Context: an optimization exercise on an open-source flow, tuned for small area, a short achievable clock period and few clock cycles. The choices shown serve that exercise and are no tape-out recipe. In this exercise RTL edits were held to simulation tests only and were not proved equivalent to the original. No activity file was given, so power comes from the tool's default toggle rates.

==> flow/design.v <==
package isa_pkg;
    typedef enum logic [6:0] {
        OP_LOAD  = 7'b0000011,
        OP_STORE = 7'b0100011
    } opcode_e;
    typedef enum logic [2:0] {
        F3_B  = 3'b000,
        F3_H  = 3'b001,
        F3_W  = 3'b010,
        F3_BU = 3'b100,
        F3_HU = 3'b101
    } funct3_e;
endpackage
package lsu_pkg;
    typedef enum logic [1:0] {
        SIZE_B = 2'd0,
        SIZE_H = 2'd1,
        SIZE_W = 2'd2
    } acc_size_e;
    typedef struct packed {
        logic                     is_load;
        logic                     is_signed;
        acc_size_e                size;
        logic [8-1:0] addr;
        logic [3:0]               wmask;
        logic [32-1:0]     wdata;
    } lsu_entry_t;
    typedef enum logic {
        ISSUE_IDLE = 1'b0,
        ISSUE_WAIT = 1'b1
    } issue_state_e;
endpackage
module lsu_top (
    input  logic                 clk_i,
    input  logic                 rst_n_i,
    input  logic                 req_i,
    output logic                 ack_o,
    input  logic [32-1:0] inst_i,
    input  logic [32-1:0] rs1_i,
    input  logic [32-1:0] rs2_i,
    output logic                 wb_valid_o,
    output logic [32-1:0] wb_data_o,
    output logic                 fault_o
);
    localparam int AW    = 8;
    localparam int WORDS = 2 ** (AW - 2);
    logic          ack_q;
    logic          fault_q;
    logic          ld_q;
    logic [7:0]    st_hi_q;
    logic [7:0]    lo_q [4];
    logic [7:0]    hi_q;
    logic [7:0]    hil_q [4];
    logic [3:0]    offd_q;
    logic [3:0]    offb_q;
    logic [2:0]    f3_q;
    logic [31:0]   wdata_q;
    logic          wb_valid_q;
    logic [31:0]   wb_data_q;
    logic          is_load;
    logic          is_store;
    logic [2:0]    funct3;
    logic [AW-1:0] imm;
    logic          f3_ok;
    logic          aligned;
    logic          legal;
    logic          accept;
    logic [7:0]    lo_sel;
    logic [7:0]    hi_sel;
    assign is_load  = inst_i[6:0] == isa_pkg::OP_LOAD;
    assign is_store = inst_i[6:0] == isa_pkg::OP_STORE;
    assign funct3   = inst_i[14:12];
    assign imm = {inst_i[AW+19:25], inst_i[5] ? inst_i[11:7] : inst_i[24:20]};
    function automatic logic [7:0] onehot_sum(input logic [2:0] x, input logic [2:0] y,
                                              input logic c);
        logic [7:0] dx;
        logic [7:0] dy;
        logic [7:0] r;
        dx = 8'b1 << x;
        dy = 8'b1 << y;
        for (int k = 0; k < 8; k++) begin
            r[k] = 1'b0;
            for (int j = 0; j < 8; j++) begin
                r[k] = r[k] | (dx[j] & dy[(k - j) & 7]);
            end
        end
        onehot_sum = c ? {r[6:0], r[7]} : r;
    endfunction
    logic [AW-1:0] a;
    logic [AW-1:0] b;
    logic [AW-1:0] g;
    logic [AW-1:0] p;
    logic          c2;
    logic          c5;
    assign a  = rs1_i[AW-1:0];
    assign b  = imm;
    assign g  = a & b;
    assign p  = a | b;
    assign c2 = g[1] | (p[1] & g[0]);
    assign c5 = g[4] | (p[4] & g[3]) | (p[4] & p[3] & g[2]) | (p[4] & p[3] & p[2] & g[1])
              | (p[4] & p[3] & p[2] & p[1] & g[0]);
    assign lo_sel = onehot_sum(a[4:2], b[4:2], c2);
    assign hi_sel = onehot_sum(a[AW-1:5], b[AW-1:5], c5);
    logic [3:0] offd;
    logic [3:0] offb;
    logic [3:0] da;
    logic [3:0] db;
    logic [3:0] need;
    always_comb begin
        da = 4'b1 << a[1:0];
        db = 4'b1 << b[1:0];
        for (int l = 0; l < 4; l++) begin
            offd[l] = 1'b0;
            for (int j = 0; j < 4; j++) begin
                offd[l] = offd[l] | (da[j] & db[(l - j) & 3]);
            end
        end
        for (int l = 0; l < 4; l++) begin
            offb[l] = 1'b0;
            for (int j = 0; j < 4; j++) begin
                offb[l] = offb[l] | (db[j] & da[(l - j) & 3]);
            end
        end
        for (int l = 0; l < 4; l++) begin
            case (funct3[1:0])
                2'b00:   need[l] = offd[l];
                2'b01:   need[l] = offd[l & 2];
                default: need[l] = 1'b1;
            endcase
        end
    end
    always_comb begin
        case (funct3)
            3'b000, 3'b001, 3'b010: f3_ok = 1'b1;
            3'b100, 3'b101:         f3_ok = is_load;
            default:                f3_ok = 1'b0;
        endcase
        case (funct3[1:0])
            2'b01:   aligned = a[0] == b[0];
            2'b10:   aligned = (a[0] == b[0]) && (b[1] == (a[1] ^ a[0]));
            default: aligned = 1'b1;
        endcase
    end
    assign legal  = (is_load || is_store) && f3_ok && aligned;
    assign accept = req_i && !ack_q;
    always_ff @(posedge clk_i) begin
        if (!rst_n_i) begin
            ack_q      <= 1'b0;
            fault_q    <= 1'b0;
            ld_q       <= 1'b0;
            st_hi_q    <= '0;
            wb_valid_q <= 1'b0;
        end else begin
            ack_q      <= req_i;
            fault_q    <= accept && !legal;
            ld_q       <= accept && legal && is_load;
            st_hi_q    <= hi_sel & {8{accept && legal && is_store}};
            wb_valid_q <= ld_q;
        end
    end
    always_ff @(posedge clk_i) begin
        for (int l = 0; l < 4; l++) begin
            lo_q[l] <= lo_sel & {8{need[l]}};
        end
        hi_q    <= hi_sel;
        for (int l = 0; l < 4; l++) begin
            hil_q[l] <= hi_sel & {8{need[l]}};
        end
        offd_q  <= offd;
        offb_q  <= offb;
        f3_q    <= funct3;
        wdata_q <= rs2_i;
    end
    logic [31:0] wdata;
    always_comb begin
        case (f3_q[1:0])
            2'b00:   wdata = {4{wdata_q[7:0]}};
            2'b01:   wdata = {2{wdata_q[15:0]}};
            default: wdata = wdata_q;
        endcase
    end
    logic [31:0] mem [WORDS];
    for (genvar w = 0; w < WORDS; w++) begin : g_word
        for (genvar b = 0; b < 4; b++) begin : g_byte
            logic we;
            assign we = st_hi_q[w / 8] & lo_q[b][w % 8];
            always_ff @(posedge clk_i) begin
                if (we) begin
                    mem[w][8*b +: 8] <= wdata[8*b +: 8];
                end
            end
        end
    end
    logic [7:0] grpb [8][4];
    logic [7:0] hs0  [4];
    logic [7:0] ss1  [4];
    logic [7:0] ss23 [4];
    logic       is_b;
    logic       is_w;
    logic       sgn;
    logic       off_hi;
    logic [7:0] sg1;
    logic [7:0] sg23;
    logic [31:0] ext;
    assign is_b   = f3_q[1:0] == 2'b00;
    assign is_w   = f3_q[1];
    assign sgn    = ~f3_q[2];
    assign off_hi = offd_q[2] | offd_q[3];
    logic [7:0]  tk;
    logic [3:0]  tl;
    logic [3:0]  t0;
    logic [7:0]  th;
    logic [7:0]  lw [4];
    logic        fill1;
    logic        fill23;
    always_comb begin
        for (int h = 0; h < 8; h++) begin
            for (int l = 0; l < 4; l++) begin
                for (int i = 0; i < 8; i++) begin
                    for (int k = 0; k < 8; k++) begin
                        tk[k] = mem[h*8+k][8*l+i] & lo_q[l][k];
                    end
                    grpb[h][l][i] = |tk;
                end
            end
        end
        for (int l = 0; l < 4; l++) begin
            hs0[l]  = hi_q & {8{offd_q[l]}};
            ss1[l]  = hs0[l] & {8{sgn & is_b}};
            ss23[l] = is_b ? hs0[l] & {8{sgn}} :
                      ((l == 1) ? hi_q & {8{~off_hi & sgn & ~is_w}} :
                       (l == 3) ? hi_q & {8{off_hi & sgn & ~is_w}} : 8'h00);
        end
        for (int h = 0; h < 8; h++) begin
            for (int l = 0; l < 4; l++) begin
                tl[l] = grpb[h][l][7] & ss1[l][h];
            end
            sg1[h] = |tl;
            for (int l = 0; l < 4; l++) begin
                tl[l] = grpb[h][l][7] & ss23[l][h];
            end
            sg23[h] = |tl;
        end
        for (int l = 0; l < 4; l++) begin
            for (int i = 0; i < 8; i++) begin
                for (int h = 0; h < 8; h++) begin
                    th[h] = grpb[h][l][i] & hil_q[l][h];
                end
                lw[l][i] = |th;
            end
        end
        fill1  = |sg1;
        fill23 = |sg23;
        for (int i = 0; i < 8; i++) begin
            for (int l = 0; l < 4; l++) begin
                t0[l] = lw[l][i] & offb_q[l];
            end
            ext[i]      = |t0;
            ext[8 + i]  = (lw[1][i] & ~off_hi & ~is_b) | (lw[3][i] & off_hi & ~is_b) | fill1;
            ext[16 + i] = (lw[2][i] & is_w) | fill23;
            ext[24 + i] = (lw[3][i] & is_w) | fill23;
        end
    end
    always_ff @(posedge clk_i) begin
        wb_data_q <= ext;
    end
    assign ack_o      = ack_q;
    assign fault_o    = fault_q;
    assign wb_valid_o = wb_valid_q;
    assign wb_data_o  = wb_data_q;
endmodule
clock: 5.0 ns
lec_check: 0
abc_area: 1
cap_margin: 20
core_margin: 2
core_utilization: 40
cts_cluster_diameter: 100
cts_cluster_size: 25
setup_slack_margin: 2.6
slew_margin: 20
run.sh (not shown) runs the stock make flow with config.mk's settings and CLKGATE_MAP_FILE= SYNTH_SCRIPT=/design/flow/synth_recipe.tcl, a recipe that flattens the netlist after the stock synthesis.
Testbench counts at the start, summed over its fixed seeds: cycles 32,000.
Change:
--- a/flow/design.v
+++ b/flow/design.v
@@ -51,7 +51,5 @@
     logic [7:0]    lo_q [4];
     logic [7:0]    hi_q;
-    logic [7:0]    hil_q [4];
     logic [3:0]    offd_q;
-    logic [3:0]    offb_q;
     logic [2:0]    f3_q;
     logic [31:0]   wdata_q;
@@ -103,5 +101,4 @@
     assign hi_sel = onehot_sum(a[AW-1:5], b[AW-1:5], c5);
     logic [3:0] offd;
-    logic [3:0] offb;
     logic [3:0] da;
     logic [3:0] db;
@@ -114,10 +111,4 @@
             for (int j = 0; j < 4; j++) begin
                 offd[l] = offd[l] | (da[j] & db[(l - j) & 3]);
-            end
-        end
-        for (int l = 0; l < 4; l++) begin
-            offb[l] = 1'b0;
-            for (int j = 0; j < 4; j++) begin
-                offb[l] = offb[l] | (db[j] & da[(l - j) & 3]);
             end
         end
@@ -164,9 +155,5 @@
         end
         hi_q    <= hi_sel;
-        for (int l = 0; l < 4; l++) begin
-            hil_q[l] <= hi_sel & {8{need[l]}};
-        end
         offd_q  <= offd;
-        offb_q  <= offb;
         f3_q    <= funct3;
         wdata_q <= rs2_i;
@@ -194,4 +181,6 @@
     logic [7:0] grpb [8][4];
     logic [7:0] hs0  [4];
+    logic [7:0] hs1  [4];
+    logic [7:0] hsw;
     logic [7:0] ss1  [4];
     logic [7:0] ss23 [4];
@@ -209,9 +198,8 @@
     logic [7:0]  tk;
     logic [3:0]  tl;
-    logic [3:0]  t0;
-    logic [7:0]  th;
-    logic [7:0]  lw [4];
-    logic        fill1;
-    logic        fill23;
+    logic [31:0] t0;
+    logic [23:0] t1;
+    logic [15:0] t2;
+    logic [15:0] t3;
     always_comb begin
         for (int h = 0; h < 8; h++) begin
@@ -225,6 +213,9 @@
             end
         end
+        hsw = hi_q & {8{is_w}};
         for (int l = 0; l < 4; l++) begin
             hs0[l]  = hi_q & {8{offd_q[l]}};
+            hs1[l]  = (l == 1) ? hi_q & {8{~off_hi & ~is_b}} :
+                      (l == 3) ? hi_q & {8{off_hi & ~is_b}} : 8'h00;
             ss1[l]  = hs0[l] & {8{sgn & is_b}};
             ss23[l] = is_b ? hs0[l] & {8{sgn}} :
@@ -242,22 +233,21 @@
             sg23[h] = |tl;
         end
-        for (int l = 0; l < 4; l++) begin
-            for (int i = 0; i < 8; i++) begin
-                for (int h = 0; h < 8; h++) begin
-                    th[h] = grpb[h][l][i] & hil_q[l][h];
+        for (int i = 0; i < 8; i++) begin
+            for (int h = 0; h < 8; h++) begin
+                for (int l = 0; l < 4; l++) begin
+                    t0[h*4+l] = grpb[h][l][i] & hs0[l][h];
                 end
-                lw[l][i] = |th;
-            end
-        end
-        fill1  = |sg1;
-        fill23 = |sg23;
-        for (int i = 0; i < 8; i++) begin
-            for (int l = 0; l < 4; l++) begin
-                t0[l] = lw[l][i] & offb_q[l];
+                t1[h*3]   = grpb[h][1][i] & hs1[1][h];
+                t1[h*3+1] = grpb[h][3][i] & hs1[3][h];
+                t1[h*3+2] = sg1[h];
+                t2[h*2]   = grpb[h][2][i] & hsw[h];
+                t2[h*2+1] = sg23[h];
+                t3[h*2]   = grpb[h][3][i] & hsw[h];
+                t3[h*2+1] = sg23[h];
             end
             ext[i]      = |t0;
-            ext[8 + i]  = (lw[1][i] & ~off_hi & ~is_b) | (lw[3][i] & off_hi & ~is_b) | fill1;
-            ext[16 + i] = (lw[2][i] & is_w) | fill23;
-            ext[24 + i] = (lw[3][i] & is_w) | fill23;
+            ext[8 + i]  = |t1;
+            ext[16 + i] = |t2;
+            ext[24 + i] = |t3;
         end
     end
Effect:
- The new run ran to the end with no violations
- final cell count went down by 1.5%
- wire length increases by 8.1%
- clock-buffer cell count shrinks by 3
- critical path depth shrinks by 1
- total power went up by 0.81%
- via count grows by 2.8%
- cell area is about the same
Testbench counts after the change, summed over its fixed seeds: cycles 32,000.

==> afterwards: timing with drivers on the ports <==
How much do the figures lean on ideal ports? The routed layouts below were timed once more, with nothing changed but the port constraints. Step 1 sets driving cells, clkbuf_16 on the clock port and buf_2 on the other inputs (assumed; they add their load-dependent delay and slew). Step 2 times the ports against the registers' clock, not the clock port: input delays grow and output delays shrink by t, the midpoint of the rising clock arrivals with the driver on. Three values: no drivers, after step 1, after step 2; two values: the first two.
run | t (ns) | setup slack, ns | hold WS [ns] | worst setup path at the end | latest minus earliest clock arrival (ns)
the first run | 0.849 | 2.589 / 2.525 / 1.696 | 0.446 / 0.446 / 0.446 | input to register | 0.044 / 0.044
the second run | 0.864 | 2.621 / 2.575 / 1.908 | 0.404 / 0.404 / 0.404 | input to register | 0.048 / 0.048
After both steps every run listed still meets setup and hold. For the first run, which loses most, drivers alone change the setup slack by -0.064 ns; drivers and shift together by -0.893 ns.
